This is an optimization exercise on Yosys and OpenROAD, whose aim is small area and a short achievable clock period, not a production implementation.
The RTL was checked by simulation tests, not by an equivalence proof against the original design.

== old ==
==> module muldiv_engine, before the edit <==
module muldiv_engine #(
    parameter int MULT_CYCLES = 5,
    parameter int DIV_CYCLES  = 10
) (
    input  logic        clk,
    input  logic        reset,
    input  logic        start,
    input  logic [2:0]  op,
    input  logic [31:0] d1,
    input  logic [31:0] d2,
    input  logic        flush,
    output logic        busy,
    output logic [31:0] hi,
    output logic [31:0] lo
);
    logic        busy_reg;
    logic [3:0]  cnt_reg;
    logic        is_div_reg, sgn_reg, sa_reg, bprev_reg;
    logic        dpre_reg, dstep_reg, last_reg, busy_out_reg;
    logic [31:0] a_reg, l_reg;
    logic [33:0] h_reg;
    logic [31:0] hi_reg, lo_reg;
    assign busy = busy_out_reg;
    assign hi   = hi_reg;
    assign lo   = lo_reg;
    wire accept = start && !flush && !busy_reg && (op != 3'd0) && (op != 3'd7);
    wire op_md  = (op == 3'd1) || (op == 3'd2) || (op == 3'd3) || (op == 3'd4);
    wire last     = last_reg;
    wire div_pre  = dpre_reg;
    wire div_step = dstep_reg;
    logic sb_reg;
    wire sb       = sb_reg;
    wire dz       = (a_reg == 32'd0);
    wire [34:0] m35  = {{3{sgn_reg & a_reg[31]}}, a_reg};
    wire [34:0] m35x2 = {m35[33:0], 1'b0};
    localparam int BLK = 6;
    function automatic logic [34:0] add35(input logic [34:0] x, input logic [34:0] y,
                                          input logic cin);
        logic [34:0] s;
        logic        c, s0, pre, cblk;
        c = cin; pre = 1'b1; cblk = 1'b0;
        for (int i = 0; i < 35; i++) begin
            if (i % BLK == 0 && i != 0) begin
                c = 1'b0; pre = 1'b1;
            end
            s0 = x[i] ^ y[i] ^ c;
            c  = (x[i] & y[i]) | (c & (x[i] ^ y[i]));
            s[i] = (i < BLK) ? s0 : (s0 ^ (cblk & pre));
            pre  = pre & s0;
            if (i % BLK == BLK - 1) cblk = (i < BLK) ? c : (c | (pre & cblk));
        end
        add35 = s;
    endfunction
    function automatic logic [31:0] cneg32(input logic [31:0] x, input logic neg);
        logic [31:0] s;
        logic        z;
        z = 1'b0;
        for (int i = 0; i < 32; i++) begin
            s[i] = x[i] ^ (neg & z);
            z    = z | x[i];
        end
        cneg32 = s;
    endfunction
    logic [34:0] t [0:3];
    logic [3:0]  qb;
    logic [7:0]  pbits;
    always_comb begin
        for (int j = 0; j < 4; j++) begin
            logic [34:0] x, y;
            logic        one, two, neg, b2, b1, b0, rs;
            if (j == 0) begin
                rs = h_reg[33];
                if (div_step) x = {h_reg[32], h_reg[32:0], l_reg[31]};
                else          x = {h_reg[33], h_reg};
            end else begin
                rs = t[j-1][34];
                if (div_step) x = {t[j-1][32], t[j-1][32:0], l_reg[31-j]};
                else          x = {t[j-1][34], t[j-1][34], t[j-1][34:2]};
            end
            b2 = l_reg[2*j+1];
            b1 = l_reg[2*j];
            b0 = (j == 0) ? bprev_reg : l_reg[2*j-1];
            if (is_div_reg) begin
                if (last) begin
                    one = rs; two = 1'b0; neg = rs & sb;          
                end else begin
                    one = 1'b1; two = 1'b0; neg = ~(rs ^ sb);     
                end
            end else if (last) begin
                one = bprev_reg & ~sgn_reg; two = 1'b0; neg = 1'b0;   
            end else begin
                one = b1 ^ b0;
                two = (b2 & ~b1 & ~b0) | (~b2 & b1 & b0);
                neg = b2;
            end
            y = (({35{one}} & m35) | ({35{two}} & m35x2)) ^ {35{neg}};
            t[j] = add35(x, y, neg);
            qb[3-j] = ~t[j][34];
            pbits[2*j+1 -: 2] = t[j][1:0];
        end
    end
    wire        neg_l  = div_pre ? (sgn_reg & l_reg[31]) : (is_div_reg & (sa_reg ^ sb));
    wire [31:0] l_neg  = cneg32(l_reg, neg_l);
    wire        neg_h  = is_div_reg & sa_reg;
    wire [31:0] h_res  = cneg32(t[0][31:0], neg_h);
    always_ff @(posedge clk) begin
        if (!busy_reg) begin
            a_reg      <= d2;
            l_reg      <= d1;
            h_reg      <= 34'd0;
            bprev_reg  <= 1'b0;
            sgn_reg    <= (op == 3'd1) || (op == 3'd3);
            sb_reg     <= ((op == 3'd1) || (op == 3'd3)) && d2[31];
            is_div_reg <= (op == 3'd3) || (op == 3'd4);
            if (op == 3'd1 || op == 3'd2) cnt_reg <= 4'd5;
            else                          cnt_reg <= 4'd10;
            dpre_reg   <= (op == 3'd3) || (op == 3'd4);
            dstep_reg  <= (op == 3'd3) || (op == 3'd4);
            last_reg   <= 1'b0;
        end else begin
            cnt_reg   <= cnt_reg - 4'd1;
            dpre_reg  <= 1'b0;
            dstep_reg <= is_div_reg && (cnt_reg != 4'd2);
            last_reg  <= (cnt_reg == 4'd2);
            if (div_pre) begin
                l_reg  <= l_neg;
                sa_reg <= sgn_reg & l_reg[31];
            end else if (!last) begin
                if (is_div_reg) begin
                    h_reg <= t[3][33:0];
                    l_reg <= {l_reg[27:0], qb};
                end else begin
                    h_reg     <= {t[3][34], t[3][34:2]};
                    l_reg     <= {pbits, l_reg[31:8]};
                    bprev_reg <= l_reg[7];
                end
            end
        end
        if (reset) begin
            busy_reg <= 1'b0;
            busy_out_reg <= 1'b0;
            hi_reg   <= 32'd0;
            lo_reg   <= 32'd0;
        end else if (!busy_reg) begin
            busy_reg <= accept && op_md;
            busy_out_reg <= start && !flush && op_md;
            if (accept && op == 3'd5) hi_reg <= d1;
            if (accept && op == 3'd6) lo_reg <= d1;
        end else if (last) begin
            busy_reg <= 1'b0;
            busy_out_reg <= 1'b0;
            if (!(is_div_reg && dz)) begin
                hi_reg <= h_res;
                lo_reg <= l_neg;
            end
        end
    end
endmodule
==> flow/config.mk <==
export PLATFORM = sky130hd
export DESIGN_NAME = muldiv_engine
export DESIGN_NICKNAME = muldiv_engine
export VERILOG_FILES = /design/flow/design.v
export SDC_FILE = /design/flow/constraint.sdc
export NUM_CORES = 4
export LEC_CHECK = 0
export ABC_AREA = 1
export CAP_MARGIN = 20
export CORE_MARGIN = 2
export CORE_UTILIZATION = 55
export SLEW_MARGIN = 20
==> flow/constraint.sdc <==
create_clock -name core_clock -period 130.0 [get_ports {clk}]
set_input_delay 26.0000 -clock core_clock [delete_from_list [all_inputs] [get_ports {clk}]]
set_output_delay 26.0000 -clock core_clock [all_outputs]
set_load 0.01 [all_outputs]
standard.sh (not shown) runs the stock make flow with config.mk's settings and CLKGATE_MAP_FILE= SYNTH_SCRIPT=/design/flow/synth_recipe.tcl, a recipe that flattens the netlist after the stock synthesis.
==> flow/flow/run.sh <==
#!/bin/bash
# Standard ORFS layout, with plain buf_1 cells as the port buffers, and the repair steps
# asked to leave setup slack to spare at the design's clock period.
set -euo pipefail
export BUFFER_PORTS_ARGS="-buffer_cell sky130_fd_sc_hd__buf_1"
export SETUP_SLACK_MARGIN=102.8
bash standard.sh finish > standard.log 2>&1
--- input diff old..new ---
--- a/flow/design.v
+++ b/flow/design.v
@@ -70,11 +70,11 @@
             logic        one, two, neg, b2, b1, b0, rs;
             if (j == 0) begin
                 rs = h_reg[33];
-                if (div_step) x = {h_reg[32], h_reg[32:0], l_reg[31]};
+                if (div_step) x = {h_reg[32], h_reg[32:0], l_reg[31] & ~div_pre};
                 else          x = {h_reg[33], h_reg};
             end else begin
                 rs = t[j-1][34];
-                if (div_step) x = {t[j-1][32], t[j-1][32:0], l_reg[31-j]};
+                if (div_step) x = {t[j-1][32], t[j-1][32:0], l_reg[31-j] & ~div_pre};
                 else          x = {t[j-1][34], t[j-1][34], t[j-1][34:2]};
             end
             b2 = l_reg[2*j+1];
@@ -122,18 +122,16 @@
             dpre_reg  <= 1'b0;
             dstep_reg <= is_div_reg && (cnt_reg != 4'd2);
             last_reg  <= (cnt_reg == 4'd2);
+            if (is_div_reg) h_reg <= t[3][33:0];
+            else            h_reg <= {t[3][34], t[3][34:2]};
             if (div_pre) begin
                 l_reg  <= l_neg;
                 sa_reg <= sgn_reg & l_reg[31];
-            end else if (!last) begin
-                if (is_div_reg) begin
-                    h_reg <= t[3][33:0];
-                    l_reg <= {l_reg[27:0], qb};
-                end else begin
-                    h_reg     <= {t[3][34], t[3][34:2]};
-                    l_reg     <= {pbits, l_reg[31:8]};
-                    bprev_reg <= l_reg[7];
-                end
+            end else if (is_div_reg) begin
+                l_reg <= {l_reg[27:0], qb};
+            end else begin
+                l_reg     <= {pbits, l_reg[31:8]};
+                bprev_reg <= l_reg[7];
             end
         end
         if (reset) begin
Notes after the runs:
- STATUS run=new STAGES=ALL_DONE FINAL_CHECKS=FAILED CAUSE=max-capacitance violations, max-slew violations
- Run comparison: new end of the critical path hi_reg[10]$_SDFFE_PP0P_; old end of the critical path lo[26]
- Diff old -> new: XOR/XNOR share of the synthesized area went up; multi-input gate share of total cell area went up by 1.2 points; clock latency on the worst-skew pair rose by 0.02 ns; final cell area excluding filler cells dropped about 1.2%; final worst-path cycle share about even.
- The clock buffer and inverter area fraction after layout number comes out higher for new vs old.
- Total routing resource utilization after global routing delta (new -> old): insignificant

re-timing with driven ports:
In the flow no input, the clock included, has a driving cell. The finished layouts below were timed again as built, in two steps. Step 1 assumes that a clkbuf_16 drives the clock port and a buf_2 every other input. Step 2 also shifts input and output timing later by t, the mid clock arrival at the registers, as if the neighbouring blocks saw the same clock. a / b / c = ideal ports / drivers / drivers and shift; a / b = the first two.
| run | t, ns | slack for setup (ns) | clock arrival spread, ns | worst data-port slew with drivers (ns) |
|---|---|---|---|---|
| old | 0.514 | 102.972 / 102.916 / 102.566 | 0.013 / 0.013 | 0.04 |
| new | 0.518 | 102.911 / 102.904 / 102.425 | 0.027 / 0.027 | 0.05 |
The setup slack of new, which loses most, moves by -0.007 ns with the drivers and by -0.486 ns with both steps.
